This design comes from an exercise in tuning for small area, a short achievable clock period and few clock cycles on the open sky130 flow, not from production work.
The RTL was checked by simulation tests, not by an equivalence proof against the original design.
No activity file was given, so power comes from the tool's default toggle rates.

--- flow/config.mk ---
export PLATFORM = sky130hd
export DESIGN_NAME = cache_top
export DESIGN_NICKNAME = cache_top
export VERILOG_FILES = /design/flow/design.v
export SDC_FILE = /design/flow/constraint.sdc
export NUM_CORES = 4
export LEC_CHECK = 0
export CAP_MARGIN = 20
export CORE_MARGIN = 2
export CORE_UTILIZATION = 40
export SLEW_MARGIN = 20
--- flow/constraint.sdc ---
create_clock -name core_clock -period 6.5 [get_ports {clk}]
set_input_delay 1.3000 -clock core_clock [delete_from_list [all_inputs] [get_ports {clk}]]
set_output_delay 1.3000 -clock core_clock [all_outputs]
set_load 0.01 [all_outputs]
--- flow/design.v ---
package cache_geom_pkg;
	localparam int ADDR_W = 32;
	localparam int TAG_W = 24;
	localparam int INDEX_W = 4;
	localparam int SETS = 16;
	localparam int WORD_SEL_W = 1;
	localparam int WORDS_PER_LINE = 2;
	localparam int WAYS = 2;
	localparam int WORD_W = 64;
	localparam int STRB_W = 8;
	localparam int LINE_W = 128;
	localparam int OFFSET_W = 4;
	localparam int INDEX_LSB = OFFSET_W;
	localparam int TAG_LSB = INDEX_LSB + INDEX_W;
	localparam int WORD_LSB = OFFSET_W - WORD_SEL_W;
	function automatic logic [WORD_W-1:0] strb_merge(
		input logic [WORD_W-1:0] old_data,
		input logic [WORD_W-1:0] new_data,
		input logic [STRB_W-1:0] strb
	);
		logic [WORD_W-1:0] merged;
		for (int i = 0; i < STRB_W; i++) begin
			merged[i*8 +: 8] = strb[i] ? new_data[i*8 +: 8] : old_data[i*8 +: 8];
		end
		strb_merge = merged;
	endfunction
endpackage
package cache_ctrl_pkg;
	typedef enum logic [2:0] {
		ST_IDLE,
		ST_LOOKUP,
		ST_WRITE,
		ST_MISS,
		ST_REFILL,
		ST_DONE
	} ctrl_state_t;
	typedef enum logic {
		OP_READ,
		OP_WRITE
	} req_op_t;
endpackage
`timescale 1ns/1ns
module sram_sp #(
	parameter int WIDTH = 64,
	parameter int DEPTH = 16
) (
	input  logic                     clk,
	input  logic                     en,
	input  logic                     we,
	input  logic [$clog2(DEPTH)-1:0] addr,
	input  logic [WIDTH-1:0]         din,
	output logic [WIDTH-1:0]         dout
);
	logic [WIDTH-1:0] mem [DEPTH];
	always_ff @(posedge clk) begin
		if (en) begin
			if (we) begin
				mem[addr] <= din;
				dout <= din;
			end else begin
				dout <= mem[addr];
			end
		end
	end
endmodule
`timescale 1ns/1ns
module cache_arrays (
	input  logic                                   clk,
	input  logic                                   rst,
	input  logic                                   rd_en,
	input  logic [cache_geom_pkg::INDEX_W-1:0]     rd_index,
	input  logic [cache_geom_pkg::TAG_W-1:0]       lookup_tag,
	input  logic [cache_geom_pkg::WORD_SEL_W-1:0]  lookup_word,
	output logic [cache_geom_pkg::WAYS-1:0]        way_hit,
	output logic [cache_geom_pkg::WORD_W-1:0]      hit_word,
	output logic [cache_geom_pkg::WAYS-1:0]        way_valid,
	input  logic [$clog2(cache_geom_pkg::WAYS)-1:0] victim_way,
	output logic [cache_geom_pkg::TAG_W-1:0]       victim_tag,
	output logic                                   victim_dirty,
	output logic [cache_geom_pkg::LINE_W-1:0]      victim_block,
	input  logic [$clog2(cache_geom_pkg::WAYS)-1:0] wr_way,
	input  logic [cache_geom_pkg::INDEX_W-1:0]     wr_index,
	input  logic                                   word_we,
	input  logic [cache_geom_pkg::WORD_SEL_W-1:0]  word_sel,
	input  logic [cache_geom_pkg::WORD_W-1:0]      word_din,
	input  logic                                   fill_we,
	input  logic                                   fill_dirty,
	input  logic                                   set_dirty
);
	logic [cache_geom_pkg::SETS-1:0] valid_q [cache_geom_pkg::WAYS];
	logic [cache_geom_pkg::SETS-1:0] dirty_q [cache_geom_pkg::WAYS];
	logic [cache_geom_pkg::INDEX_W-1:0] idx_q;
	logic [cache_geom_pkg::INDEX_W-1:0] bank_index;
	logic [cache_geom_pkg::TAG_W-1:0] tag_dout [cache_geom_pkg::WAYS];
	logic [cache_geom_pkg::WORD_W-1:0] data_dout [cache_geom_pkg::WAYS][cache_geom_pkg::WORDS_PER_LINE];
	assign bank_index = (word_we || fill_we) ? wr_index : rd_index;
	always_ff @(posedge clk) begin
		if (rst) begin
			idx_q <= '0;
		end else if (rd_en) begin
			idx_q <= rd_index;
		end
	end
	for (genvar w = 0; w < cache_geom_pkg::WAYS; w++) begin : g_way
		logic tag_we;
		assign tag_we = fill_we && (wr_way == w);
		sram_sp #(
			.WIDTH(cache_geom_pkg::TAG_W),
			.DEPTH(cache_geom_pkg::SETS)
		) u_tag (
			.clk(clk),
			.en(rd_en || tag_we),
			.we(tag_we),
			.addr(bank_index),
			.din(lookup_tag),
			.dout(tag_dout[w])
		);
		for (genvar b = 0; b < cache_geom_pkg::WORDS_PER_LINE; b++) begin : g_bank
			logic data_we;
			assign data_we = word_we && (wr_way == w) && (word_sel == b);
			sram_sp #(
				.WIDTH(cache_geom_pkg::WORD_W),
				.DEPTH(cache_geom_pkg::SETS)
			) u_data (
				.clk(clk),
				.en(rd_en || data_we),
				.we(data_we),
				.addr(bank_index),
				.din(word_din),
				.dout(data_dout[w][b])
			);
		end
		assign way_valid[w] = valid_q[w][idx_q];
		assign way_hit[w] = way_valid[w] && (tag_dout[w] == lookup_tag);
	end
	always_comb begin
		hit_word = '0;
		for (int w = 0; w < cache_geom_pkg::WAYS; w++) begin
			if (way_hit[w]) begin
				hit_word = data_dout[w][lookup_word];
			end
		end
	end
	assign victim_tag = tag_dout[victim_way];
	assign victim_dirty = dirty_q[victim_way][idx_q];
	always_comb begin
		for (int b = 0; b < cache_geom_pkg::WORDS_PER_LINE; b++) begin
			victim_block[b*cache_geom_pkg::WORD_W +: cache_geom_pkg::WORD_W] =
				data_dout[victim_way][b];
		end
	end
	always_ff @(posedge clk) begin
		if (rst) begin
			for (int w = 0; w < cache_geom_pkg::WAYS; w++) begin
				valid_q[w] <= '0;
				dirty_q[w] <= '0;
			end
		end else begin
			if (fill_we) begin
				valid_q[wr_way][wr_index] <= 1'b1;
				dirty_q[wr_way][wr_index] <= fill_dirty;
			end
			if (set_dirty) begin
				dirty_q[wr_way][wr_index] <= 1'b1;
			end
		end
	end
endmodule
`timescale 1ns/1ns
module refill_unit (
	input  logic                                  clk,
	input  logic                                  rst,
	input  logic                                  active,
	input  logic                                  raxi_dvalid,
	input  logic                                  raxi_dlast,
	input  logic [cache_geom_pkg::WORD_W-1:0]     raxi_data,
	input  cache_ctrl_pkg::req_op_t               req_op,
	input  logic [cache_geom_pkg::WORD_SEL_W-1:0] req_word,
	input  logic [cache_geom_pkg::STRB_W-1:0]     wstrb,
	input  logic [cache_geom_pkg::WORD_W-1:0]     wdata,
	output logic                                  beat_we,
	output logic [cache_geom_pkg::WORD_SEL_W-1:0] beat_word,
	output logic [cache_geom_pkg::WORD_W-1:0]     beat_data,
	output logic                                  fill_done,
	output logic [cache_geom_pkg::WORD_W-1:0]     miss_rdata
);
	logic [cache_geom_pkg::WORD_SEL_W-1:0] beat_cnt;
	logic req_beat;
	always_ff @(posedge clk) begin
		if (rst || !active) begin
			beat_cnt <= '0;
		end else if (raxi_dvalid) begin
			beat_cnt <= beat_cnt + 1'b1;
		end
	end
	assign beat_we = active && raxi_dvalid;
	assign beat_word = beat_cnt;
	assign fill_done = beat_we && raxi_dlast;
	assign req_beat = beat_we && (beat_cnt == req_word);
	assign beat_data = (req_op == cache_ctrl_pkg::OP_WRITE && beat_cnt == req_word) ?
		cache_geom_pkg::strb_merge(raxi_data, wdata, wstrb) : raxi_data;
	always_ff @(posedge clk) begin
		if (req_beat) begin
			miss_rdata <= raxi_data;
		end
	end
endmodule
`timescale 1ns/1ns
module cache_ctrl (
	input  logic                                    clk,
	input  logic                                    rst,
	input  logic                                    req_valid,
	input  cache_ctrl_pkg::req_op_t                 req_op,
	input  logic [cache_geom_pkg::ADDR_W-1:0]       req_addr,
	input  logic [cache_geom_pkg::STRB_W-1:0]       wstrb,
	input  logic [cache_geom_pkg::WORD_W-1:0]       wdata,
	output logic                                    addr_ok,
	output logic                                    data_ok,
	output logic [cache_geom_pkg::WORD_W-1:0]       rdata,
	output logic                                    rd_en,
	output logic [cache_geom_pkg::INDEX_W-1:0]      rd_index,
	output logic [cache_geom_pkg::TAG_W-1:0]        lookup_tag,
	output logic [cache_geom_pkg::WORD_SEL_W-1:0]   lookup_word,
	input  logic [cache_geom_pkg::WAYS-1:0]         way_hit,
	input  logic [cache_geom_pkg::WORD_W-1:0]       hit_word,
	input  logic [cache_geom_pkg::WAYS-1:0]         way_valid,
	output logic [$clog2(cache_geom_pkg::WAYS)-1:0] victim_way,
	input  logic [cache_geom_pkg::TAG_W-1:0]        victim_tag,
	input  logic                                    victim_dirty,
	input  logic [cache_geom_pkg::LINE_W-1:0]       victim_block,
	output logic [$clog2(cache_geom_pkg::WAYS)-1:0] wr_way,
	output logic [cache_geom_pkg::INDEX_W-1:0]      wr_index,
	output logic                                    word_we,
	output logic [cache_geom_pkg::WORD_SEL_W-1:0]   word_sel,
	output logic [cache_geom_pkg::WORD_W-1:0]       word_din,
	output logic                                    fill_we,
	output logic                                    fill_dirty,
	output logic                                    set_dirty,
	output logic                                    refill_active,
	input  logic                                    beat_we,
	input  logic [cache_geom_pkg::WORD_SEL_W-1:0]   beat_word,
	input  logic [cache_geom_pkg::WORD_W-1:0]       beat_data,
	input  logic                                    fill_done,
	input  logic [cache_geom_pkg::WORD_W-1:0]       miss_rdata,
	output logic [cache_geom_pkg::WORD_SEL_W-1:0]   req_word,
	output cache_ctrl_pkg::req_op_t                 buf_op,
	output logic [cache_geom_pkg::STRB_W-1:0]       buf_wstrb,
	output logic [cache_geom_pkg::WORD_W-1:0]       buf_wdata,
	output logic                                    waxi_valid,
	output logic [cache_geom_pkg::ADDR_W-1:0]       waxi_addr,
	output logic [cache_geom_pkg::LINE_W-1:0]       waxi_data,
	input  logic                                    waxi_ready,
	output logic                                    raxi_valid,
	output logic [cache_geom_pkg::ADDR_W-1:0]       raxi_addr
);
	cache_ctrl_pkg::ctrl_state_t state, state_n;
	logic [cache_geom_pkg::TAG_W-1:0] buf_tag;
	logic [cache_geom_pkg::INDEX_W-1:0] buf_index;
	logic [$clog2(cache_geom_pkg::WAYS)-1:0] hit_way_q, miss_way, rr_ptr;
	logic [cache_geom_pkg::WORD_W-1:0] merged_q;
	logic [cache_geom_pkg::TAG_W-1:0] miss_tag;
	logic miss_dirty;
	logic [cache_geom_pkg::LINE_W-1:0] miss_block;
	logic hit;
	assign hit = |way_hit;
	always_comb begin
		state_n = state;
		case (state)
			cache_ctrl_pkg::ST_IDLE: if (req_valid) state_n = cache_ctrl_pkg::ST_LOOKUP;
			cache_ctrl_pkg::ST_LOOKUP: begin
				if (!hit) begin
					state_n = cache_ctrl_pkg::ST_MISS;
				end else if (buf_op == cache_ctrl_pkg::OP_WRITE) begin
					state_n = cache_ctrl_pkg::ST_WRITE;
				end else begin
					state_n = cache_ctrl_pkg::ST_IDLE;
				end
			end
			cache_ctrl_pkg::ST_WRITE: state_n = cache_ctrl_pkg::ST_IDLE;
			cache_ctrl_pkg::ST_MISS: begin
				if (!miss_dirty || waxi_ready) state_n = cache_ctrl_pkg::ST_REFILL;
			end
			cache_ctrl_pkg::ST_REFILL: if (fill_done) state_n = cache_ctrl_pkg::ST_DONE;
			default: state_n = cache_ctrl_pkg::ST_IDLE;
		endcase
	end
	always_ff @(posedge clk) begin
		if (rst) begin
			state <= cache_ctrl_pkg::ST_IDLE;
			rr_ptr <= '0;
		end else begin
			state <= state_n;
			if (fill_done) rr_ptr <= rr_ptr + 1'b1;
		end
	end
	always_ff @(posedge clk) begin
		if (addr_ok && req_valid) begin
			buf_op <= req_op;
			buf_tag <= req_addr[cache_geom_pkg::TAG_LSB +: cache_geom_pkg::TAG_W];
			buf_index <= req_addr[cache_geom_pkg::INDEX_LSB +: cache_geom_pkg::INDEX_W];
			req_word <= req_addr[cache_geom_pkg::WORD_LSB +: cache_geom_pkg::WORD_SEL_W];
			buf_wstrb <= wstrb;
			buf_wdata <= wdata;
		end
	end
	always_comb begin
		if (!way_valid[0]) victim_way = 1'b0;
		else if (!way_valid[1]) victim_way = 1'b1;
		else victim_way = rr_ptr;
	end
	always_ff @(posedge clk) begin
		if (state == cache_ctrl_pkg::ST_LOOKUP) begin
			hit_way_q <= way_hit[1];
			merged_q <= cache_geom_pkg::strb_merge(hit_word, buf_wdata, buf_wstrb);
			if (!hit) begin
				miss_way <= victim_way;
				miss_tag <= victim_tag;
				miss_dirty <= victim_dirty;
				miss_block <= victim_block;
			end
		end
	end
	assign addr_ok = state == cache_ctrl_pkg::ST_IDLE;
	assign data_ok = (state == cache_ctrl_pkg::ST_LOOKUP && hit) ||
		state == cache_ctrl_pkg::ST_DONE;
	assign rdata = (state == cache_ctrl_pkg::ST_LOOKUP) ? hit_word : miss_rdata;
	assign rd_en = addr_ok && req_valid;
	assign rd_index = req_addr[cache_geom_pkg::INDEX_LSB +: cache_geom_pkg::INDEX_W];
	assign lookup_tag = buf_tag;
	assign lookup_word = req_word;
	assign wr_way = (state == cache_ctrl_pkg::ST_WRITE) ? hit_way_q : miss_way;
	assign wr_index = buf_index;
	assign word_we = state == cache_ctrl_pkg::ST_WRITE || beat_we;
	assign word_sel = (state == cache_ctrl_pkg::ST_WRITE) ? req_word : beat_word;
	assign word_din = (state == cache_ctrl_pkg::ST_WRITE) ? merged_q : beat_data;
	assign set_dirty = state == cache_ctrl_pkg::ST_WRITE;
	assign fill_we = fill_done;
	assign fill_dirty = buf_op == cache_ctrl_pkg::OP_WRITE;
	assign refill_active = state == cache_ctrl_pkg::ST_REFILL;
	assign raxi_valid = refill_active;
	assign raxi_addr = {buf_tag, buf_index, {cache_geom_pkg::OFFSET_W{1'b0}}};
	assign waxi_valid = state == cache_ctrl_pkg::ST_MISS && miss_dirty;
	assign waxi_addr = {miss_tag, buf_index, {cache_geom_pkg::OFFSET_W{1'b0}}};
	assign waxi_data = miss_block;
endmodule
`timescale 1ns/1ns
module cache_top (
	input  logic                              clk,
	input  logic                              rst,
	input  logic                              req_valid,
	input  logic                              req_op,
	input  logic [cache_geom_pkg::ADDR_W-1:0] req_addr,
	input  logic [cache_geom_pkg::STRB_W-1:0] wstrb,
	input  logic [cache_geom_pkg::WORD_W-1:0] wdata,
	output logic                              addr_ok,
	output logic                              data_ok,
	output logic [cache_geom_pkg::WORD_W-1:0] rdata,
	output logic                              waxi_valid,
	output logic [cache_geom_pkg::ADDR_W-1:0] waxi_addr,
	output logic [cache_geom_pkg::LINE_W-1:0] waxi_data,
	input  logic                              waxi_ready,
	output logic                              raxi_valid,
	output logic [cache_geom_pkg::ADDR_W-1:0] raxi_addr,
	input  logic                              raxi_dvalid,
	input  logic                              raxi_dlast,
	input  logic [cache_geom_pkg::WORD_W-1:0] raxi_data
);
	logic rd_en, word_we, fill_we, fill_dirty, set_dirty, victim_dirty;
	logic [cache_geom_pkg::INDEX_W-1:0] rd_index, wr_index;
	logic [cache_geom_pkg::TAG_W-1:0] lookup_tag, victim_tag;
	logic [cache_geom_pkg::WORD_SEL_W-1:0] lookup_word, word_sel, req_word, beat_word;
	logic [cache_geom_pkg::WAYS-1:0] way_hit, way_valid;
	logic [cache_geom_pkg::WORD_W-1:0] hit_word, word_din, beat_data, miss_rdata, buf_wdata;
	logic [$clog2(cache_geom_pkg::WAYS)-1:0] victim_way, wr_way;
	logic [cache_geom_pkg::LINE_W-1:0] victim_block;
	logic [cache_geom_pkg::STRB_W-1:0] buf_wstrb;
	logic refill_active, beat_we, fill_done;
	cache_ctrl_pkg::req_op_t buf_op;
	cache_ctrl u_ctrl (
		.clk, .rst,
		.req_valid, .req_op(cache_ctrl_pkg::req_op_t'(req_op)), .req_addr, .wstrb, .wdata,
		.addr_ok, .data_ok, .rdata,
		.rd_en, .rd_index, .lookup_tag, .lookup_word,
		.way_hit, .hit_word, .way_valid,
		.victim_way, .victim_tag, .victim_dirty, .victim_block,
		.wr_way, .wr_index, .word_we, .word_sel, .word_din,
		.fill_we, .fill_dirty, .set_dirty,
		.refill_active, .beat_we, .beat_word, .beat_data, .fill_done, .miss_rdata,
		.req_word, .buf_op, .buf_wstrb, .buf_wdata,
		.waxi_valid, .waxi_addr, .waxi_data, .waxi_ready,
		.raxi_valid, .raxi_addr
	);
	cache_arrays u_arrays (
		.clk, .rst,
		.rd_en, .rd_index, .lookup_tag, .lookup_word,
		.way_hit, .hit_word, .way_valid,
		.victim_way, .victim_tag, .victim_dirty, .victim_block,
		.wr_way, .wr_index, .word_we, .word_sel, .word_din,
		.fill_we, .fill_dirty, .set_dirty
	);
	refill_unit u_refill (
		.clk, .rst,
		.active(refill_active),
		.raxi_dvalid, .raxi_dlast, .raxi_data,
		.req_op(buf_op),
		.req_word,
		.wstrb(buf_wstrb),
		.wdata(buf_wdata),
		.beat_we, .beat_word, .beat_data, .fill_done, .miss_rdata
	);
endmodule
--- flow/run.sh ---
#!/bin/bash
# synth_recipe.tcl (not shown) runs the flow's synth.tcl, then flattens the netlist and writes it again
# the make line also repeats each setting of config.mk as NAME=value (left out here)
make -C /OpenROAD-flow-scripts/flow DESIGN_CONFIG=/design/flow/config.mk WORK_HOME=/design/flow/orfs CLKGATE_MAP_FILE= SYNTH_SCRIPT=/design/flow/synth_recipe.tcl finish
==> results by group <==
Logic synthesis
  • Simple logic cell fraction of the synthesized area: 2.56%
  • Synth Register Bits: 5626
  • XOR/XNOR share of the synthesized area: 0.206%
  • Syn Inst Count: 10340
  • Main combinational cell family by area after synthesis: multiplexers
  • Mux cell area share after synthesis: 14.1%
  • Ys flop type: edfxtp_1
  • Post-synth EDFFs: 5617
  • Synthesized area: 216000 um^2
  • Synth Area in Adders: 0%
  • Post-synthesis sequential area ratio: 78.0%
  • Asr flop ratio synth: 0%
  • Mean Syn Cell Area: 20.9 um^2
  • YS warnings: 7
  • Synth Area in Compound Gates: 3.80%
  • Synth cell types: 66

Setup path
  • Cell Chain, Critical Path: buf_4 -> xnor2_1 -> nand4_1 -> nor4_2 -> buf_4 -> o2111ai_4 -> buf_12 -> o31ai_4 -> nand2_1 -> nand2_1 -> clkdlybuf4s50_1
  • Top delay family on crit path: buffers and inverters
  • Worst r2r dst: u_arrays.g_way[0].g_bank[0].u_data.dout[63]
  • Buf+Inv Stages, Crit Path: 4
  • Worst-case reg-to-reg path depth: 9
  • Max stage delay on crit path: 0.68 ns
  • Crit path DAT: 5.00 ns
  • WS Path Type: reg2out
  • Worst R2R Setup Slack: 1.38 ns
  • CP max FO: 48
  • Critical Path RT: 5.20 ns
  • Critical-path top delay cell: o31ai_4
  • Critical R2R Launch: u_ctrl.state[1]
  • CP Launch Type: flip-flop
  • Worst Setup End Kind: output port

Layout
  • Nets: 11432
  • FILL cells: 44336
  • Share of cells above drive strength 1: 24.9%
  • Finished Cell Area: 253000 um^2
  • Area grow syn2layout: 17.0%

Hold path
  • Critical hold path startpoint: u_arrays.g_way[1].g_bank[0].u_data.dout[0]
  • Hold Crit Class: reg2reg
  • Hold path depth: 2
  • Hold endpoint: u_ctrl.miss_block[0]

Timing
  • Final-report hold violation count: 0
  • Total Neg Setup Slack: 0 ns
  • Final period util: 97.0%
  • Worst Skew: 0.0795 ns
  • RSZ-0062 raised after global routing: no
  • Achievable Freq: 159 MHz
  • Crit path time final: 6.30 ns
  • Final setup vio count: 0
  • Slew headroom: 22.9%
  • Max Slew Vio Count: 0
  • Final worst setup slack: 0.195 ns
  • Worst Max-Slew Pin Slew: 1.13 ns

Power and ir drop
  • Maximum vdd drop: 310 uV
  • Power Density: 322 nW/um^2
  • Static Leak: 79.9 nW

Route
  • Routed Antenna Nets: 0
  • Initial DRC count: 17023
  • Drt wl/cell: 34.6 um
  • Via count: 114387
  • Drt pass-1 iters: 11
  • Final wirelength: 656 mm
  • Vias/cell: 6.04
  • DR DRC count: 0

GRT
  • Number of global-route vias before repair: 112129
  • GR Overflow Total: 0
  • First-pass GRT wire length: 898 mm
  • Largest net degree at the start of global routing: 118
  • GRT Util Overall: 23.3%
  • Initial antenna violation count: 35

Clock tree
  • Cts hold-fix bufs: 0
  • Total CTS buffers: 585
  • Clock Sinks: 5626
  • Root Driver: clkbuf_16
  • Reg clk slew, reported paths: 0.06 ns
  • Clock network latency to the later pin of the worst-skew pair: 1.12 ns
  • Clock Path Buffers: 4
  • TritonCTS clock tree: built
  • H-tree level count: 6

Floorplan
  • Initial Utilization: 40.1%
  • Die W: 740 um
  • Core ar.: 540000 um^2
  • Die height: 740 um
  • FP Rows: 270
  • Num ports: 435
  • Die Area: 547000 um^2

Run status
  • Status: finished clean

Place
  • Detail Placement HPWL: 369 mm
  • Place WS: 0.582 ns
  • Placed cell area: 235000 um^2
  • RePlAce Congestion: 0.846
  • IO buf count: 423

Job
  • # Max-Cap Violations: 0
==> metal layers <==
metal / share of wire [%] / track usage, %
met1: 39 / 33.1
met2: 47 / 37.3
met3: 10 / 4.53
met4: 2.8 / 5.74
met5: 0.072 / 0
==> layout make-up <==
cell class,count,area [um^2],share of cell area [%]
multi-input combinational,4067,46400,18.3
sequential,5626,169000,66.7
clock inverter,303,2850,1.13
antenna,29,72.6,0.0287
tap,7208,9020,3.56
timing repair buffer,960,10600,4.20
clock buffer,739,15400,6.07
inverter,17,78.8,0.0311
==> state kept, by name, indices dropped and copies added, names as in the netlist, 48 cells and up <==
| name | count |
|---|---|
| u_arrays.g_way.g_bank.u_data.dout | 256 |
| u_arrays.g_way.g_bank.u_data.mem | 4096 |
| u_arrays.g_way.u_tag.dout | 48 |
| u_arrays.g_way.u_tag.mem | 768 |
| u_ctrl.buf_wdata | 64 |
| u_ctrl.merged_q | 64 |
| u_ctrl.miss_block | 128 |
| u_refill.miss_rdata | 64 |
==> placed cells by master (no fill, tap or decap), types with 24 or more instances in the layout <==
cell / count
edfxtp_1: 5617
mux4_2: 1218
nand2_1: 858
clkbuf_16: 592
clkdlybuf4s50_1: 421
buf_4: 354
nor2_1: 266
a22oi_1: 264
a221oi_1: 181
buf_12: 177
a22o_1: 176
mux2_2: 148
clkbuf_1: 147
mux2i_1: 146
clkinv_1: 132
a31oi_1: 128
o21ai_1: 113
nor3_2: 95
clkinv_2: 82
a21oi_1: 74
o21ai_4: 67
o31ai_1: 41
or2_2: 34
diode_2: 29
xnor2_1: 27
xor2_1: 24
bufinv_16: 24
==> worst max-delay path by stage <==
stage | slack (ns) | endpoint | depth (start not counted) | start
global route | 0.04 | rdata[10] | 13 | u_ctrl.buf_tag[16]
finish | 0.20 | rdata[51] | 11 | u_ctrl.buf_tag[16]
detailed placement | 0.58 | rdata[51] | 11 | u_ctrl.buf_tag[3]
floorplan | -1.55 | u_arrays.g_way[0].g_bank[1].u_data.mem[12][0] | 10 | raxi_dvalid
global placement | 0.63 | rdata[51] | 11 | u_ctrl.buf_tag[3]
CTS | 0.05 | rdata[39] | 10 | u_ctrl.buf_tag[16]
==> what timing repair did <==
action,CTS,global route
endpoints found under the setup margin,59,0
gates resized for setup,15,0
setup buffers,3,0
==> logic make-up after synthesis <==
kind of cell / after synthesis
flops: 5626
other cells: 1
mux: 1515
simple gates: 1354
compound gates: 1139
xor+xnor: 51
buf+inv: 654
==> synthesized netlist by cell type (all sizes together), types with 4 or more instances <==
library cell,instances,area (um^2)
buf,275,1390
nor2,271,1030
a221oi,182,1590
nand3,11,55.1
mux2,149,1680
o31ai,58,435
inv,17,63.8
o21ai,192,961
a31oi,129,807
nand2,864,3240
nand4,9,56.3
o21bai,16,120
nand2b,16,100
o31a,8,70.1
clkbuf,362,1360
mux4,1218,27400
a22oi,264,1980
nor4,7,43.8
nor3,102,510
o21a,4,30.0
a22o,176,1540
and2,12,75.1
mux2i,148,1490
a21o,15,113
a21oi,74,370
xnor2,27,236
dfxtp,9,180
nand3b,7,52.6
edfxtp,5617,169000
xor2,24,210
nor2b,7,46.3
or2,35,219
==> power breakdown <==
group          leakage (nW)  switching [mW]  internal [mW]
sequential             51.0           0.486           41.4
clock                  8.83            14.2           17.9
combinational          20.0            4.84           2.69
==> per-stage QoR <==
| step | cells | utilization (%) | hold WS (ns) | power [mW] |
|---|---|---|---|---|
| 2_1_floorplan | 10347 | - | 0.504 | 46.7 |
| 3_3_place_gp | 17864 | 43.5 | 0.533 | 49.9 |
| 3_5_place_dp | 17867 | 43.5 | 0.526 | 50.1 |
| 4_1_cts | 18912 | 46.9 | 0.547 | 81.8 |
| 5_1_grt | 18936 | 46.9 | 0.577 | 83.7 |
| 6_report | 18949 | 46.9 | 0.544 | 81.5 |
==> worst reg2reg max path: stages, from the launching register on <==
cell	delay (ns)
dfxtp_1	0.38
nor2b_2	0.25
nor2b_4	0.79
nor2_8	0.23
mux2_8	0.84
buf_4	0.56
mux4_2	0.36
a22o_1	0.26
a221oi_1	0.88
a21oi_1	0.28
Testbench counts, summed over its fixed seeds: cycles 22,254.

==> afterwards: timing with drivers on the ports <==
Ports are ideal in the flow. The routed layout listed here was re-timed in OpenROAD. Step 1 assumes that a clkbuf_16 drives the clock port and a buf_2 every other input. Step 2 adds t to the input delays and takes it off the output delays; t is the mean of the earliest and latest rising clock arrival at the registers after step 1. Input paths then give back, and output paths get back, about the clock's delay inside the block. a / b / c = ideal ports / drivers / drivers and shift; a / b = the first two.
shift t [ns]: 1.181
setup WS [ns]: 0.195 / 0.084 / 0.612
worst setup path after step 2: input to register
After both steps this run still meets setup and hold. The setup slack of this run moves by -0.111 ns with the drivers and by +0.417 ns with both steps.
